Context: an optimization exercise on an open-source flow, tuned for small area, a short achievable clock period and few clock cycles per item. The choices shown serve that exercise and are no tape-out recipe.
At most, simulation tests tie the RTL to the original design; equivalence was not proved.

Setup of v29:
## hsl_to_rgb_converter_unit
module hsl_to_rgb_converter_unit #(
  parameter int FRACTION_BITS = hslrgb_pkg::FRACTION_BITS
) (
  input  logic             clk,
  input  logic             rst_n,
  input  logic             in_valid,
  output logic             in_stall,
  input  hslrgb_pkg::hsl_t in_data,
  output logic             out_valid,
  input  logic             out_stall,
  output hslrgb_pkg::rgb_t out_data
);
Size: about 18,000 µm² of cells after synthesis.
==> module hslrgb_booth, before the edit <==
module hslrgb_booth (
  input  logic [11:0] y_i,
  output logic [6:0]  one_o,
  output logic [6:0]  two_o,
  output logic [5:0]  neg_o
);
  logic [13:0] y;
  assign y = {1'b0, y_i, 1'b0};    
  always_comb begin
    for (int i = 0; i < 7; i++) begin
      one_o[i] = y[2*i+1] ^ y[2*i];
      two_o[i] = (y[2*i+2] & ~y[2*i+1] & ~y[2*i]) | (~y[2*i+2] & y[2*i+1] & y[2*i]);
    end
    for (int i = 0; i < 6; i++)
      neg_o[i] = y[2*i+2] & ~(y[2*i+1] & y[2*i]);
  end
endmodule
export LEC_CHECK = 0
export CAP_MARGIN = 20
export CORE_MARGIN = 2
export CORE_UTILIZATION = 40
export PLACE_DENSITY = 0.6
export SETUP_SLACK_MARGIN = 2.0
export SLEW_MARGIN = 20
create_clock -name core_clock -period 7.0 [get_ports {clk}]
standard.sh (not shown) runs the stock make flow with config.mk's settings and CLKGATE_MAP_FILE= SYNTH_SCRIPT=/design/flow/synth_recipe.tcl, a recipe that flattens the netlist after the stock synthesis.
==> flow/flow/run.sh <==
#!/bin/bash
# The standard layout (the standard.sh: ORFS synthesis to finish) with two
# changes that keep the design and its registers as the standard synthesis
# makes them:
#  - after synthesis, flow/invopt.py removes inverters around full adders
#    (a full adder of inverted inputs gives inverted outputs), a purely
#    combinational rewrite of the netlist;
#  - the port buffers use the smallest plain buffer instead of the delay
#    buffer buffer_ports picks by default. Every port is still buffered.
set -euo pipefail
RES=orfs/results/${FLOW_PLATFORM:-sky130hd}/hsl_to_rgb_converter_unit/base
bash standard.sh synth > standard_synth.log 2>&1
cp $RES/1_2_yosys.v yosys_netlist_orig.v
if python3 flow/invopt.py yosys_netlist_orig.v yosys_netlist_opt.v > invopt.log 2>&1; then
  cp yosys_netlist_opt.v $RES/1_2_yosys.v
  rm -f $RES/1_synth.odb $RES/1_synth.sdc
fi
bash standard.sh "BUFFER_PORTS_ARGS=-buffer_cell sky130_fd_sc_hd__buf_1" finish > standard_flow.log 2>&1
Other scripts of this flow, unchanged in this note and not shown: flow/flow/invopt.py
Modified inputs, v37 compared to v29
--- a/flow/design.v
+++ b/flow/design.v
@@ -411,12 +411,12 @@
   input  logic [11:0] y_i,
   output logic [6:0]  one_o,
   output logic [6:0]  two_o,
   output logic [5:0]  neg_o
 );
-  logic [13:0] y;
-  assign y = {1'b0, y_i, 1'b0};    
+  logic [14:0] y;
+  assign y = {2'b0, y_i, 1'b0};    
   always_comb begin
     for (int i = 0; i < 7; i++) begin
       one_o[i] = y[2*i+1] ^ y[2*i];
       two_o[i] = (y[2*i+2] & ~y[2*i+1] & ~y[2*i]) | (~y[2*i+2] & y[2*i+1] & y[2*i]);
     end
## What came out
Total number of clock tree sinks: v29 vs v37 identical
v29 → v37: final hold violation count did not really move, number of buffers inserted during clock tree synthesis essentially unchanged, die area was more or less identical, setup slack saw little to no change.
Testbench counts of v37, summed over its fixed seeds: cycles 8,032, items 8,000.
Only the layout flow was run in v29; the RTL was not checked for function there.

* * *

the baseline:
hsl_to_rgb_converter_unit, a different RTL version from the one above (not shown whole).
Size in the first run: ~1900 cells after synthesis.
==> module hsl_to_rgb_converter_unit, before the edit <==
module hsl_to_rgb_converter_unit #(
  parameter int FRACTION_BITS = hslrgb_pkg::FRACTION_BITS
) (
  input  logic             clk,
  input  logic             rst_n,
  input  logic             in_valid,
  output logic             in_stall,
  input  hslrgb_pkg::hsl_t in_data,
  output logic             out_valid,
  input  logic             out_stall,
  output hslrgb_pkg::rgb_t out_data
);
  logic       en;
  logic [3:0] vld_r;
  assign en       = !(vld_r[3] && out_stall);
  assign in_stall = !en;
  always_ff @(posedge clk) begin
    if (!rst_n) begin
      vld_r <= '0;
    end else if (en) begin
      vld_r <= {vld_r[2:0], in_valid};
    end
  end
  logic [11:0] lp, lmin;
  logic        inc, lhi;
  logic [12:0] m3a, m3b, m3c, m3s, m3y, m3;
  logic [6:0]  hh;
  logic [7:0]  hlo, klo;
  logic [2:0]  sect;
  logic [3:0]  r, khi;
  logic        hsat, lo_zero, lo_any;
  logic [11:0] k;
  always_comb begin
    lhi = in_data.lightness[12] | in_data.lightness[11];
    inc = in_data.lightness[11];
    lp  = inc ? ~in_data.lightness[11:0] : in_data.lightness[11:0];
    m3a = 13'(lp);
    m3b = {lp, inc};
    m3c = {11'd0, inc, 1'b0};
    m3s = m3a ^ m3b ^ m3c;
    m3y = {((m3a[11:0] & m3b[11:0]) | (m3a[11:0] & m3c[11:0]) | (m3b[11:0] & m3c[11:0])), 1'b0};
    if (in_data.lightness[12]) begin
      lmin = '0;
      m3   = '0;
    end else begin
      lmin = lp + 12'(inc);
      m3   = m3s + m3y;
    end
    hh      = in_data.hue[14:8];
    hlo     = in_data.hue[7:0];
    hsat    = hh >= 7'd90;
    sect    = hsat ? 3'd5 : 3'(hh / 7'd15);
    r       = 4'(hh % 7'd15);
    lo_zero = hlo == 8'd0;
    lo_any  = 1'b0;
    for (int i = 0; i < 8; i++) begin
      klo[i] = hlo[i] ^ (sect[0] & lo_any);
      lo_any = lo_any | hlo[i];
    end
    khi = sect[0] ? 4'd14 - r + 4'(lo_zero) : r;
    k   = hsat ? 12'd0 : {khi, klo};
  end
  logic [11:0] s0_m_r, s0_k_r;
  logic [5:0]  s0_s1_r, s0_s2_r, s0_s3_r;
  logic [12:0] s0_m3_r;
  logic        s0_sfull_r, s0_lhi_r;
  logic [2:0]  s0_sect_r;
  logic [11:0] cmul;
  logic [12:0] c, lig;
  hslrgb_mul_c u_mul_c (
    .x_i    (s0_m_r),
    .x3_i   (s0_m3_r),
    .s1_i   (s0_s1_r),
    .s2_i   (s0_s2_r),
    .s3_i   (s0_s3_r),
    .prod_o (cmul)
  );
  logic [6:0] k_one, k_two;
  logic [5:0] k_neg;
  hslrgb_booth u_booth (
    .y_i   (s0_k_r),
    .one_o (k_one),
    .two_o (k_two),
    .neg_o (k_neg)
  );
  always_comb begin
    c   = s0_sfull_r ? {s0_m_r, 1'b0} : {1'b0, cmul};
    lig = s0_lhi_r ? (13'd4096 - 13'(s0_m_r)) : 13'(s0_m_r);
  end
  logic [12:0] s1_c_r, s1_l_r;
  logic [6:0]  s1_one_r, s1_two_r;
  logic [5:0]  s1_neg_r;
  logic [2:0]  s1_sect_r;
  logic [15:0] q;
  logic [12:0] m0, peak;
  hslrgb_mul_x u_mul_x (
    .x_i    (s1_c_r),
    .one_i  (s1_one_r),
    .two_i  (s1_two_r),
    .neg_i  (s1_neg_r),
    .prod_o (q)
  );
  always_comb begin
    m0   = s1_l_r - (s1_c_r >> 1);
    peak = s1_l_r + (s1_c_r >> 1) + 13'(s1_c_r[0]);
  end
  logic [15:0] s2_q_r;
  logic [12:0] s2_m_r, s2_p_r;
  logic [2:0]  s2_sect_r;
  logic [12:0] xm;
  logic [12:0] s3_x_r, s3_m_r, s3_p_r;
  logic [2:0]  s3_sect_r;
  hslrgb_div u_div (
    .q_i   (s2_q_r),
    .add_i (s2_m_r),
    .sum_o (xm)
  );
  always_comb begin
    case (s3_sect_r)
      3'd0:    out_data = {s3_p_r, s3_x_r, s3_m_r};
      3'd1:    out_data = {s3_x_r, s3_p_r, s3_m_r};
      3'd2:    out_data = {s3_m_r, s3_p_r, s3_x_r};
      3'd3:    out_data = {s3_m_r, s3_x_r, s3_p_r};
      3'd4:    out_data = {s3_x_r, s3_m_r, s3_p_r};
      default: out_data = {s3_p_r, s3_m_r, s3_x_r};
    endcase
  end
  always_ff @(posedge clk) begin
    if (en) begin
      s0_m_r     <= lmin;
      s0_m3_r    <= m3;
      s0_lhi_r   <= lhi;
      for (int i = 0; i < 6; i++) begin
        s0_s1_r[i] <= ~in_data.saturation[2*i+1] &  in_data.saturation[2*i];
        s0_s2_r[i] <=  in_data.saturation[2*i+1] & ~in_data.saturation[2*i];
        s0_s3_r[i] <=  in_data.saturation[2*i+1] &  in_data.saturation[2*i];
      end
      s0_sfull_r <= in_data.saturation[12];
      s0_k_r     <= k;
      s0_sect_r  <= sect;
      s1_c_r     <= c;
      s1_l_r     <= lig;
      s1_one_r   <= k_one;
      s1_two_r   <= k_two;
      s1_neg_r   <= k_neg;
      s1_sect_r  <= s0_sect_r;
      s2_q_r     <= q;
      s2_m_r     <= m0;
      s2_p_r     <= peak;
      s2_sect_r  <= s1_sect_r;
      s3_x_r     <= xm;
      s3_m_r     <= s2_m_r;
      s3_p_r     <= s2_p_r;
      s3_sect_r  <= s2_sect_r;
    end
  end
  assign out_valid = vld_r[3];
endmodule
==> flow/config.mk <==
export PLATFORM = sky130hd
export DESIGN_NAME = hsl_to_rgb_converter_unit
export DESIGN_NICKNAME = hsl_to_rgb_converter_unit
export VERILOG_FILES = /design/flow/design.v
export SDC_FILE = /design/flow/constraint.sdc
export NUM_CORES = 4
export LEC_CHECK = 0
export ABC_AREA = 1
export CAP_MARGIN = 20
export CORE_MARGIN = 2
export CORE_UTILIZATION = 40
export PLACE_DENSITY = 0.6
export SETUP_SLACK_MARGIN = 2.0
export SLEW_MARGIN = 20
==> flow/constraint.sdc <==
create_clock -name core_clock -period 7.0 [get_ports {clk}]
set_input_delay 1.4000 -clock core_clock [delete_from_list [all_inputs] [get_ports {clk}]]
set_output_delay 1.4000 -clock core_clock [all_outputs]
set_load 0.01 [all_outputs]
Scripts as last shown in full above: flow/flow/run.sh
Other scripts of this flow, unchanged in this note and not shown: flow/flow/invopt.py
Input-level comparison between the candidate and the baseline:
--- a/flow/design.v
+++ b/flow/design.v
@@ -1527,44 +1527,36 @@
       vld_r <= {vld_r[2:0], in_valid};
     end
   end
-  logic [11:0] lp, lmin;
-  logic        inc, lhi;
-  logic [12:0] m3a, m3b, m3c, m3s, m3y, m3;
+  logic [11:0] lmin;
+  logic        lhi;
   logic [6:0]  hh;
-  logic [7:0]  hlo, klo;
+  logic [7:0]  hlo;
   logic [2:0]  sect;
-  logic [3:0]  r, khi;
-  logic        hsat, lo_zero, lo_any;
+  logic [3:0]  frac_hi;
   logic [11:0] k;
   always_comb begin
     lhi = in_data.lightness[12] | in_data.lightness[11];
-    inc = in_data.lightness[11];
-    lp  = inc ? ~in_data.lightness[11:0] : in_data.lightness[11:0];
-    m3a = 13'(lp);
-    m3b = {lp, inc};
-    m3c = {11'd0, inc, 1'b0};
-    m3s = m3a ^ m3b ^ m3c;
-    m3y = {((m3a[11:0] & m3b[11:0]) | (m3a[11:0] & m3c[11:0]) | (m3b[11:0] & m3c[11:0])), 1'b0};
-    if (in_data.lightness[12]) begin
+    if (in_data.lightness[12])
       lmin = '0;
-      m3   = '0;
+    else if (in_data.lightness[11])
+      lmin = 12'd0 - in_data.lightness[11:0];
+    else
+      lmin = in_data.lightness[11:0];
+    hh  = in_data.hue[14:8];
+    hlo = in_data.hue[7:0];
+    if (hh >= 7'd90) begin
+      sect    = 3'd5;
+      frac_hi = 4'd0;
     end else begin
-      lmin = lp + 12'(inc);
-      m3   = m3s + m3y;
+      sect    = 3'(hh / 7'd15);
+      frac_hi = 4'(hh % 7'd15);
     end
-    hh      = in_data.hue[14:8];
-    hlo     = in_data.hue[7:0];
-    hsat    = hh >= 7'd90;
-    sect    = hsat ? 3'd5 : 3'(hh / 7'd15);
-    r       = 4'(hh % 7'd15);
-    lo_zero = hlo == 8'd0;
-    lo_any  = 1'b0;
-    for (int i = 0; i < 8; i++) begin
-      klo[i] = hlo[i] ^ (sect[0] & lo_any);
-      lo_any = lo_any | hlo[i];
-    end
-    khi = sect[0] ? 4'd14 - r + 4'(lo_zero) : r;
-    k   = hsat ? 12'd0 : {khi, klo};
+    if (hh >= 7'd90)
+      k = '0;
+    else if (sect[0])
+      k = {4'd14 - frac_hi, ~hlo} + 12'd1;    
+    else
+      k = {frac_hi, hlo};                     
   end
   logic [11:0] s0_m_r, s0_k_r;
   logic [5:0]  s0_s1_r, s0_s2_r, s0_s3_r;
@@ -1634,7 +1626,7 @@
   always_ff @(posedge clk) begin
     if (en) begin
       s0_m_r     <= lmin;
-      s0_m3_r    <= m3;
+      s0_m3_r    <= 13'(lmin) + {lmin, 1'b0};
       s0_lhi_r   <= lhi;
       for (int i = 0; i < 6; i++) begin
         s0_s1_r[i] <= ~in_data.saturation[2*i+1] &  in_data.saturation[2*i];
Findings:
- Against the baseline, synthesized cell area in the candidate fell slightly.
- Cmp the candidate vs the baseline: via count of the first global-routing pass lower in the candidate
- Status: worst hold slack parity (the candidate, the baseline)
- Side by side, relative area change from synthesis to final layout turned out higher in the candidate than in the baseline.
- The candidate — critical path depth 2 higher, the baseline as reference
- In the tables for the baseline and the candidate, final cell area excluding filler cells reads lower with the candidate.
- Net count after synthesis (the candidate vs. the baseline) decreases by a few percent
Testbench counts of the candidate, summed over its fixed seeds: cycles 8,032, items 8,000.
No functional check of the RTL was part of the baseline.

[separate check: timing with driven ports]
The flow's constraints put no driver on any port. The routed layouts listed below were extracted and timed again, unchanged, in two steps. Step 1 sets driving cells, clkbuf_16 on the clock port and buf_2 on the other inputs (assumed; they add their load-dependent delay and slew). Step 2 moves the port delays by t, midway between the first and last clock arrival at a register: inputs arrive t later, outputs are due t later. That takes back most of the time a late clock gives input paths. Slacks: no drivers / after step 1 / after step 2; pairs: no drivers / after step 1.
| run | t (ns) | setup slack, ns | worst register clock-pin slew, ns |
|---|---|---|---|
| v29 | 0.530 | 2.072 / 2.072 / 2.072 | 0.07 / 0.07 |
| v37 | 0.530 | 2.072 / 2.072 / 2.072 | 0.07 / 0.07 |
| the baseline | 0.511 | 2.193 / 2.193 / 2.086 | 0.08 / 0.08 |
| the candidate | 0.510 | 2.222 / 2.222 / 2.222 | 0.09 / 0.09 |
After both steps setup and hold are still met in every run listed. For the baseline, which loses most, drivers alone change the setup slack by 0.000 ns; drivers and shift together by -0.107 ns.
